This is an optimization exercise on Yosys and OpenROAD, whose aim is small area, a short achievable clock period and few clock cycles, not a production implementation.
Function was checked by simulation only, so behaviour that the tests miss may differ from the original.
Power is estimated from default activity; no workload was simulated.

--- config.mk ---
export PLATFORM = sky130hd
export DESIGN_NAME = cpu_core
export DESIGN_NICKNAME = cpu_core
export VERILOG_FILES = /design/flow/design.v
export SDC_FILE = /design/flow/constraint.sdc
export NUM_CORES = 4
export LEC_CHECK = 0
export CAP_MARGIN = 20
export CORE_MARGIN = 2
export CORE_UTILIZATION = 40
export SLEW_MARGIN = 20
--- constraint.sdc ---
create_clock -name core_clock -period 10.0 [get_ports {clk}]
set_input_delay 2.0000 -clock core_clock [delete_from_list [all_inputs] [get_ports {clk}]]
set_output_delay 2.0000 -clock core_clock [all_outputs]
set_load 0.01 [all_outputs]
--- design.v ---
package arch_types_pkg;
    typedef logic [8-1:0] data_t;
    typedef logic [6-1:0] addr_t;
    typedef logic [16-1:0] instr_t;
    typedef logic [$clog2(4)-1:0] reg_sel_t;
    typedef enum logic [3:0] {
        ALU_ADD       = 4'd0,
        ALU_ADC       = 4'd1,
        ALU_SUB       = 4'd2,    
        ALU_SBC       = 4'd3,
        ALU_INR       = 4'd4,
        ALU_DCR       = 4'd5,
        ALU_AND       = 4'd6,
        ALU_OR        = 4'd7,
        ALU_XOR       = 4'd8,
        ALU_INV       = 4'd9,
        ALU_ROL       = 4'd10,   
        ALU_ROR       = 4'd11,
        ALU_UNDEFINED = 4'd12
    } alu_op_t;
endpackage
package ctrl_types_pkg;
    typedef enum logic [3:0] {
        OP_NOP = 4'd0,
        OP_LDI = 4'd1,   
        OP_ALU = 4'd2,   
        OP_OUT = 4'd3,   
        OP_JMP = 4'd4,
        OP_JZ  = 4'd5,   
        OP_JC  = 4'd6,   
        OP_HLT = 4'd7
    } opcode_t;
    typedef enum logic [2:0] {
        ST_IDLE   = 3'd0,
        ST_FETCH  = 3'd1,
        ST_DECODE = 3'd2,
        ST_EXEC   = 3'd3,
        ST_WRITE  = 3'd4,
        ST_HALT   = 3'd5
    } cpu_state_t;
endpackage
`timescale 1ns/1ns
module alu (
    input  logic                    clk,
    input  logic                    reset,
    input  logic                    alu_en,
    input  arch_types_pkg::data_t   in_one,
    input  arch_types_pkg::data_t   in_two,
    input  logic                    in_carry,
    input  arch_types_pkg::alu_op_t alu_op,
    output arch_types_pkg::data_t   latched_result,
    output logic                    zero_flag,
    output logic                    carry_flag,
    output logic                    negative_flag
);
    localparam int W = 8;
    logic [W:0] wide;        
    logic [W:0] carry_ext;   
    logic [W:0] one_ext;
    arch_types_pkg::data_t      comb_result;
    logic       comb_carry;
    assign carry_ext = {{W{1'b0}}, in_carry};
    assign one_ext   = {{W{1'b0}}, 1'b1};
    always_comb begin
        wide = '0;
        case (alu_op)
            arch_types_pkg::ALU_ADD: wide = {1'b0, in_one} + {1'b0, in_two};
            arch_types_pkg::ALU_ADC: wide = {1'b0, in_one} + {1'b0, in_two} + carry_ext;
            arch_types_pkg::ALU_SUB: wide = {1'b0, in_one} + {1'b0, ~in_two} + one_ext;
            arch_types_pkg::ALU_SBC: wide = {1'b0, in_one} + {1'b0, ~in_two} + carry_ext;
            arch_types_pkg::ALU_INR: wide = {1'b0, in_one} + one_ext;
            arch_types_pkg::ALU_DCR: wide = {1'b0, in_one} + {1'b0, {W{1'b1}}};   
            arch_types_pkg::ALU_AND: wide = {1'b0, in_one & in_two};
            arch_types_pkg::ALU_OR:  wide = {1'b0, in_one | in_two};
            arch_types_pkg::ALU_XOR: wide = {1'b0, in_one ^ in_two};
            arch_types_pkg::ALU_INV: wide = {1'b0, ~in_one};
            arch_types_pkg::ALU_ROL: wide = {in_one[W-1], in_one[W-2:0], in_carry};
            arch_types_pkg::ALU_ROR: wide = {in_one[0], in_carry, in_one[W-1:1]};
            default: wide = '0;   
        endcase
    end
    assign comb_result = wide[W-1:0];
    assign comb_carry  = wide[W];
    always_ff @(posedge clk) begin
        if (reset) begin
            latched_result <= '0;
            zero_flag      <= 1'b1;
            carry_flag     <= 1'b0;
            negative_flag  <= 1'b0;
        end else if (alu_en) begin
            latched_result <= comb_result;
            zero_flag      <= (comb_result == '0);
            carry_flag     <= comb_carry;        
            negative_flag  <= comb_result[W-1];
        end
    end
endmodule
`timescale 1ns/1ns
module reg_file (
    input  logic                     clk,
    input  logic                     reset,
    input  arch_types_pkg::reg_sel_t rd_sel_a,
    input  arch_types_pkg::reg_sel_t rd_sel_b,
    input  arch_types_pkg::reg_sel_t wr_sel,
    input  logic                     wr_en,
    input  arch_types_pkg::data_t    wr_data,
    output arch_types_pkg::data_t    rd_data_a,
    output arch_types_pkg::data_t    rd_data_b
);
    arch_types_pkg::data_t regs [4];
    always_ff @(posedge clk) begin
        if (reset) begin
            for (int i = 0; i < 4; i++) begin
                regs[i] <= '0;
            end
        end else if (wr_en) begin
            regs[wr_sel] <= wr_data;
        end
    end
    assign rd_data_a = regs[rd_sel_a];   
    assign rd_data_b = regs[rd_sel_b];   
endmodule
`timescale 1ns/1ns
module prog_mem (
    input  logic                   clk,
    input  logic                   load_en,
    input  arch_types_pkg::addr_t  load_addr,
    input  arch_types_pkg::instr_t load_data,
    input  arch_types_pkg::addr_t  fetch_addr,
    output arch_types_pkg::instr_t instr
);
    localparam int DEPTH = 2 ** 6;
    arch_types_pkg::instr_t mem [DEPTH];
    always_ff @(posedge clk) begin
        if (load_en) begin
            mem[load_addr] <= load_data;
        end
    end
    always_ff @(posedge clk) begin
        instr <= mem[fetch_addr];
    end
endmodule
`timescale 1ns/1ns
module control_unit (
    input  logic                     clk,
    input  logic                     reset,
    input  logic                     start,
    input  arch_types_pkg::instr_t   instr,
    input  logic                     zero_flag,
    input  logic                     carry_flag,
    input  arch_types_pkg::data_t    rd_data_a,
    output arch_types_pkg::addr_t    fetch_addr,
    output arch_types_pkg::reg_sel_t rd_sel_a,
    output arch_types_pkg::reg_sel_t rd_sel_b,
    output arch_types_pkg::reg_sel_t wr_sel,
    output logic                     reg_we,
    output logic                     wr_from_alu,
    output arch_types_pkg::data_t    imm,
    output logic                     alu_en,
    output arch_types_pkg::alu_op_t  alu_op,
    output logic                     out_valid,
    output arch_types_pkg::data_t    out_data,
    output logic                     busy,
    output logic                     halted,
    output logic                     load_block
);
    ctrl_types_pkg::cpu_state_t state;
    ctrl_types_pkg::cpu_state_t state_next;
    arch_types_pkg::addr_t      pc;
    arch_types_pkg::instr_t     ir;
    ctrl_types_pkg::opcode_t    op;
    logic       jump_taken;
    assign op = ctrl_types_pkg::opcode_t'(ir[15:12]);
    always_comb begin
        case (op)
            ctrl_types_pkg::OP_JMP:  jump_taken = 1'b1;
            ctrl_types_pkg::OP_JZ:   jump_taken = zero_flag;
            ctrl_types_pkg::OP_JC:   jump_taken = carry_flag;
            default: jump_taken = 1'b0;
        endcase
    end
    always_comb begin
        state_next = state;
        case (state)
            ctrl_types_pkg::ST_IDLE,
            ctrl_types_pkg::ST_HALT:   if (start) state_next = ctrl_types_pkg::ST_FETCH;
            ctrl_types_pkg::ST_FETCH:  state_next = ctrl_types_pkg::ST_DECODE;
            ctrl_types_pkg::ST_DECODE: state_next = ctrl_types_pkg::ST_EXEC;
            ctrl_types_pkg::ST_EXEC: begin
                if (op == ctrl_types_pkg::OP_ALU) begin
                    state_next = ctrl_types_pkg::ST_WRITE;   
                end else if (op == ctrl_types_pkg::OP_HLT) begin
                    state_next = ctrl_types_pkg::ST_HALT;
                end else begin
                    state_next = ctrl_types_pkg::ST_FETCH;
                end
            end
            ctrl_types_pkg::ST_WRITE:  state_next = ctrl_types_pkg::ST_FETCH;
            default:   state_next = ctrl_types_pkg::ST_IDLE;
        endcase
    end
    always_ff @(posedge clk) begin
        if (reset) begin
            state <= ctrl_types_pkg::ST_IDLE;
            pc    <= '0;
            ir    <= '0;
        end else begin
            state <= state_next;
            case (state)
                ctrl_types_pkg::ST_IDLE,
                ctrl_types_pkg::ST_HALT:   if (start) pc <= '0;
                ctrl_types_pkg::ST_FETCH:  pc <= pc + arch_types_pkg::addr_t'(1);   
                ctrl_types_pkg::ST_DECODE: ir <= instr;             
                ctrl_types_pkg::ST_EXEC:   if (jump_taken) pc <= ir[6-1:0];
                default:   ;
            endcase
        end
    end
    assign fetch_addr = pc;
    assign rd_sel_a = (state == ctrl_types_pkg::ST_DECODE) ? instr[11:10] : ir[11:10];
    assign rd_sel_b = (state == ctrl_types_pkg::ST_DECODE) ? instr[9:8] : ir[9:8];
    assign wr_sel      = ir[11:10];
    assign imm         = ir[8-1:0];
    assign alu_op      = arch_types_pkg::alu_op_t'(ir[3:0]);
    assign alu_en      = (state == ctrl_types_pkg::ST_EXEC) && (op == ctrl_types_pkg::OP_ALU);
    assign reg_we      = ((state == ctrl_types_pkg::ST_EXEC) && (op == ctrl_types_pkg::OP_LDI)) || (state == ctrl_types_pkg::ST_WRITE);
    assign wr_from_alu = (state == ctrl_types_pkg::ST_WRITE);
    assign out_valid = (state == ctrl_types_pkg::ST_EXEC) && (op == ctrl_types_pkg::OP_OUT);   
    assign out_data  = rd_data_a;
    assign busy       = (state == ctrl_types_pkg::ST_FETCH) || (state == ctrl_types_pkg::ST_DECODE) ||
                        (state == ctrl_types_pkg::ST_EXEC)  || (state == ctrl_types_pkg::ST_WRITE);
    assign halted     = (state == ctrl_types_pkg::ST_HALT);
    assign load_block = busy;
endmodule
`timescale 1ns/1ns
module cpu_core (
    input  logic                   clk,
    input  logic                   reset,
    input  logic                   start,
    input  logic                   load_en,
    input  arch_types_pkg::addr_t  load_addr,
    input  arch_types_pkg::instr_t load_data,
    output logic                   out_valid,
    output arch_types_pkg::data_t  out_data,
    output logic                   busy,
    output logic                   halted
);
    arch_types_pkg::addr_t    fetch_addr;
    arch_types_pkg::instr_t   instr;
    arch_types_pkg::reg_sel_t rd_sel_a;
    arch_types_pkg::reg_sel_t rd_sel_b;
    arch_types_pkg::reg_sel_t wr_sel;
    logic     reg_we;
    logic     wr_from_alu;
    arch_types_pkg::data_t    imm;
    arch_types_pkg::data_t    wr_data;
    arch_types_pkg::data_t    rd_data_a;
    arch_types_pkg::data_t    rd_data_b;
    logic     alu_en;
    arch_types_pkg::alu_op_t  alu_op;
    arch_types_pkg::data_t    latched_result;
    logic     zero_flag;
    logic     carry_flag;
    logic     load_block;
    logic     mem_load;
    assign mem_load = load_en && !load_block;               
    assign wr_data  = wr_from_alu ? latched_result : imm;
    control_unit u_ctrl (
        .clk         (clk),
        .reset       (reset),
        .start       (start),
        .instr       (instr),
        .zero_flag   (zero_flag),
        .carry_flag  (carry_flag),
        .rd_data_a   (rd_data_a),
        .fetch_addr  (fetch_addr),
        .rd_sel_a    (rd_sel_a),
        .rd_sel_b    (rd_sel_b),
        .wr_sel      (wr_sel),
        .reg_we      (reg_we),
        .wr_from_alu (wr_from_alu),
        .imm         (imm),
        .alu_en      (alu_en),
        .alu_op      (alu_op),
        .out_valid   (out_valid),
        .out_data    (out_data),
        .busy        (busy),
        .halted      (halted),
        .load_block  (load_block)
    );
    alu u_alu (
        .clk            (clk),
        .reset          (reset),
        .alu_en         (alu_en),
        .in_one         (rd_data_a),
        .in_two         (rd_data_b),
        .in_carry       (carry_flag),
        .alu_op         (alu_op),
        .latched_result (latched_result),
        .zero_flag      (zero_flag),
        .carry_flag     (carry_flag),
        .negative_flag  ()                   
    );
    reg_file u_regs (
        .clk       (clk),
        .reset     (reset),
        .rd_sel_a  (rd_sel_a),
        .rd_sel_b  (rd_sel_b),
        .wr_sel    (wr_sel),
        .wr_en     (reg_we),
        .wr_data   (wr_data),
        .rd_data_a (rd_data_a),
        .rd_data_b (rd_data_b)
    );
    prog_mem u_prog (
        .clk        (clk),
        .load_en    (mem_load),
        .load_addr  (load_addr),
        .load_data  (load_data),
        .fetch_addr (fetch_addr),
        .instr      (instr)
    );
endmodule
--- run.sh ---
#!/bin/bash
# synth_recipe.tcl (not shown) runs the flow's synth.tcl, then flattens the netlist and writes it again
# the make line also repeats each setting of config.mk as NAME=value (left out here)
make -C /OpenROAD-flow-scripts/flow DESIGN_CONFIG=/design/flow/config.mk WORK_HOME=/design/flow/orfs CLKGATE_MAP_FILE= SYNTH_SCRIPT=/design/flow/synth_recipe.tcl finish
==> summary.txt <==
==> per-stage QoR <==
step,std cells,utilization [%]
floorplan,2231,-
global placement,3730,42.4
detailed placement,3732,42.4
CTS,3933,45.4
global route,3933,45.4
finish,3936,45.4
==> worst reg2reg max path, stage by stage (launching register included) <==
cell and delay [ns]:
dfxtp_1 0.81, or3b_1 0.73, a21oi_2 0.58, a211oi_1 0.15
o32ai_2 0.68, ha_1 0.33, fa_1 0.31, nand2b_1 0.14
a211o_1 0.29, a211oi_1 0.68, o211ai_1 0.20, o211ai_1 0.18
or4b_2 0.63, xnor2_1 0.16, a221oi_1 0.25, o32ai_1 0.13
==> worst paths after layout <==
check | startpoint | endpoint
max | u_ctrl.state[1] | out_data[5]
min | u_prog.instr[14] | u_ctrl.ir[14]
max reg2reg | u_ctrl.state[1] | u_alu.carry_flag
min reg2reg | u_prog.instr[14] | u_ctrl.ir[14]
==> cells in the mapped netlist, types with 4 or more instances <==
library cell | n | area (sq um)
nor3_1 | 23 | 115
a221oi_1 | 6 | 52.6
o21ai_0 | 24 | 120
mux4_2 | 344 | 7750
o22ai_1 | 10 | 62.6
nand2_1 | 73 | 274
inv_1 | 35 | 131
xor2_1 | 12 | 105
and3_1 | 6 | 37.5
o21a_1 | 4 | 30.0
nor2b_1 | 16 | 100
a21oi_1 | 35 | 175
buf_1 | 34 | 128
or4_1 | 4 | 30.0
clkbuf_1 | 83 | 312
o211ai_1 | 10 | 75.1
nand3_1 | 19 | 95.1
nand4_1 | 6 | 37.5
a22oi_1 | 7 | 52.6
nand2b_1 | 10 | 62.6
a31oi_1 | 4 | 25.0
mux2_2 | 8 | 90.1
nor2_1 | 152 | 571
a211o_1 | 5 | 43.8
o31ai_1 | 5 | 37.5
nand3b_1 | 10 | 75.1
dfxtp_1 | 51 | 1020
ha_1 | 36 | 450
xnor2_1 | 20 | 175
edfxtp_1 | 1056 | 31700
or3_1 | 4 | 25.0
mux2i_1 | 31 | 310
a211oi_1 | 12 | 90.1
o221ai_1 | 5 | 43.8
==> logic make-up after synthesis <==
kind of cell,after synthesis
and+or+nand+nor,349
DFF,1107
AOI/OAI and AO/OA,161
muxes,385
adders and majority gates,40
xor gates and xnor gates,32
buffers and inverters,157
==> flip-flops by register name, summed over array words and instances (netlist names) <==
| name | flops |
|---|---|
| u_prog.mem | 1024 |
| u_regs.regs | 32 |
| u_ctrl.ir | 16 |
| u_prog.instr | 16 |
| u_alu.latched_result | 8 |
| u_ctrl.pc | 6 |
| u_ctrl.state | 3 |
| u_alu.carry_flag | 1 |
| u_alu.zero_flag | 1 |
==> area by class of cell <==
cell class | count | area, sq um
antenna | 3 | 7.51
clock buffer | 140 | 2910
clock inverter | 61 | 423
fill | 9368 | 61200
inverter | 35 | 131
multi-input combinational | 967 | 11900
sequential | 1107 | 32700
tap | 1500 | 1880
timing repair buffer | 123 | 1010
==> report_power, final <==
part	internal, mW	switching (mW)	total (mW)
logic	0.510	0.733	1.24
clock network	2.13	1.71	3.84
registers	5.11	0.0440	5.16
total	7.75	2.49	10.2
==> per-layer routing <==
metal	up-vias	track usage, %
met1	12048	26.6
met2	873	32.6
met5	-	0
met3	145	3.24
li1	9484	-
met4	2	4.07
==> summary.txt <==
outcome -> complete, no violations
routed wire length -> 112000 microns
final worst slack -> 3.61 ns
Post-DRT Antenna Nets -> 0
maximum VDD drop -> 0.147 mV
CTS Sinks -> 1107
post-synthesis adder-cell area fraction -> 1.15%
die area -> 115000 sq um
Peak Freq -> 156 MHz
Top Layer Used -> met5
Final nets -> 2408
first-pass GRT wire length -> 162000 microns
Clock Tree Root -> clkbuf_16
cell at the slowest stage of the critical path -> dfxtp_1
worst path bufs/invs -> 1
sequential-to-total area share from yosys stat -> 72.6%
Pwr Density -> 201 nW/um^2
max-slew violation count -> 0
number of DRC markers in iteration 0 -> 2010
largest net degree at the start of global routing -> 145
# Post-CTS Setup Buffers -> 0
total track usage -> 19.3%
Post-Synth Simple-Gate Area -> 3.63%
Synth cell types -> 79
H-tree depth -> 3
initial antenna violation count -> 8
Synthesis Warnings -> 4
Final Hold Vio Count -> 0
r2r worst-path depth -> 15
DP Worst Slack -> 3.69 ns
syn avg cell area -> 20.2 sq um
post-route cell area -> 51000 sq um
CTS clock-pin slew for the worst setup and hold paths -> 0.06 ns
number of remaining DRC errors -> 0
Max FO, Critical Path -> 25
io pins -> 37
vias in the first global route -> 23.0k
Hold Crit Depth -> 2
post-placement cell area -> 47600 sq um
asr flop ratio synth -> 0%
CTS tree -> yes
max cap viols -> 0
Mapped Cells -> 2231
RSZ-0062 raised after global routing -> false
Syn Nets -> 2296
most common cell after layout, fill and taps aside -> edfxtp_1
Final setup viols -> 0
via count -> 22.6k
row count -> 123
WHS -> 0.434 ns
via/cell ratio -> 5.73
Crit path max-delay family -> multiplexers
multiplexer share of the synthesized area -> 18.1%
worst hold path class -> register to register
most frequent CP cell -> mux2i_1
crit-path cells -> or3b_1 > a21o_1 > mux2i_1 > mux2i_1 > clkdlybuf4s50_1
global placement routability congestion -> 0.865
Die Ht -> 340 microns
M1 wire length -> 46100 microns
Final Cycle Share -> 63.9%
predominant post-synthesis flop cell -> edfxtp_1
CTS max path bufs -> 3
Area Overhead vs Synth -> 13.1%
Worst Skew -> 0.0443 ns
# hold bufs at CTS -> 0
Die W -> 340 microns
main combinational cell family by area after synthesis -> multiplexers
final setup TNS -> 0 ns
Seq cells post-synth -> 1107
flop2flop setup slack -> 3.62 ns
GRT overflow -> 0
Compound-Gate Fraction of Synth Area -> 2.49%
CP endpoint kind -> output pin
detailed placement HPWL -> 65400 microns
total power -> 10.2 mW
Levels on crit path -> 5
xor and xnor area share after synthesis -> 0.622%
core area -> 112000 sq um
Mapped Area -> 45100 sq um
Pleak -> 15.5 nW
Pre-antenna DRT Iters -> 5
Arr. time, crit path -> 4.39 ns
slew at the pin closest to its max-slew limit -> 1.07 ns
Slew headroom -> 28.9%
Port Buf Inserts -> 36
EDFF count, synth -> 1056
Worst path max stage delay -> 0.81 ns
fin crit period -> 6.39 ns
Resized Gates After CTS -> 0
routed len/inst -> 28.4 microns
met2 WL -> 56300 microns
met3 routed WL -> 7770 microns
Setup CP Type -> register to output pin
Critical Path RT -> 8.00 ns
startpoint types -> register
layout cell share with drive strength beyond 1 -> 27.7%
clock latency (worst-skew pair) -> 0.68 ns
most frequent cells in the layout -> 1056 x edfxtp_1, 344 x mux4_2, 112 x clkbuf_16, 105 x nor2_1, 98 x buf_4
CTS buffer count -> 109
Initial Utilization -> 40.2%
Testbench counts, summed over its fixed seeds: cycles 48,936.

-- separate check: timing with driven ports --
In the flow no input, the clock included, has a driving cell. The finished layout below was timed again as built, in two steps. Step 1 sets driving cells, clkbuf_16 on the clock port and buf_2 on the other inputs (assumed; they add their load-dependent delay and slew). Step 2 times the ports against the registers' clock, not the clock port: input delays grow and output delays shrink by t, the midpoint of the rising clock arrivals with the driver on. Slacks: ideal ports / drivers / drivers and shift; pairs: ideal ports / drivers.
shift t [ns]: 0.728
slack for setup (ns): 3.606 / 3.544 / 3.621
clock arrival spread, ns: 0.058 / 0.057
worst data-port slew with drivers (ns): 0.14
After both steps setup and hold are still met in this run. For this run, drivers alone change the setup slack by -0.062 ns; drivers and shift together by +0.015 ns.
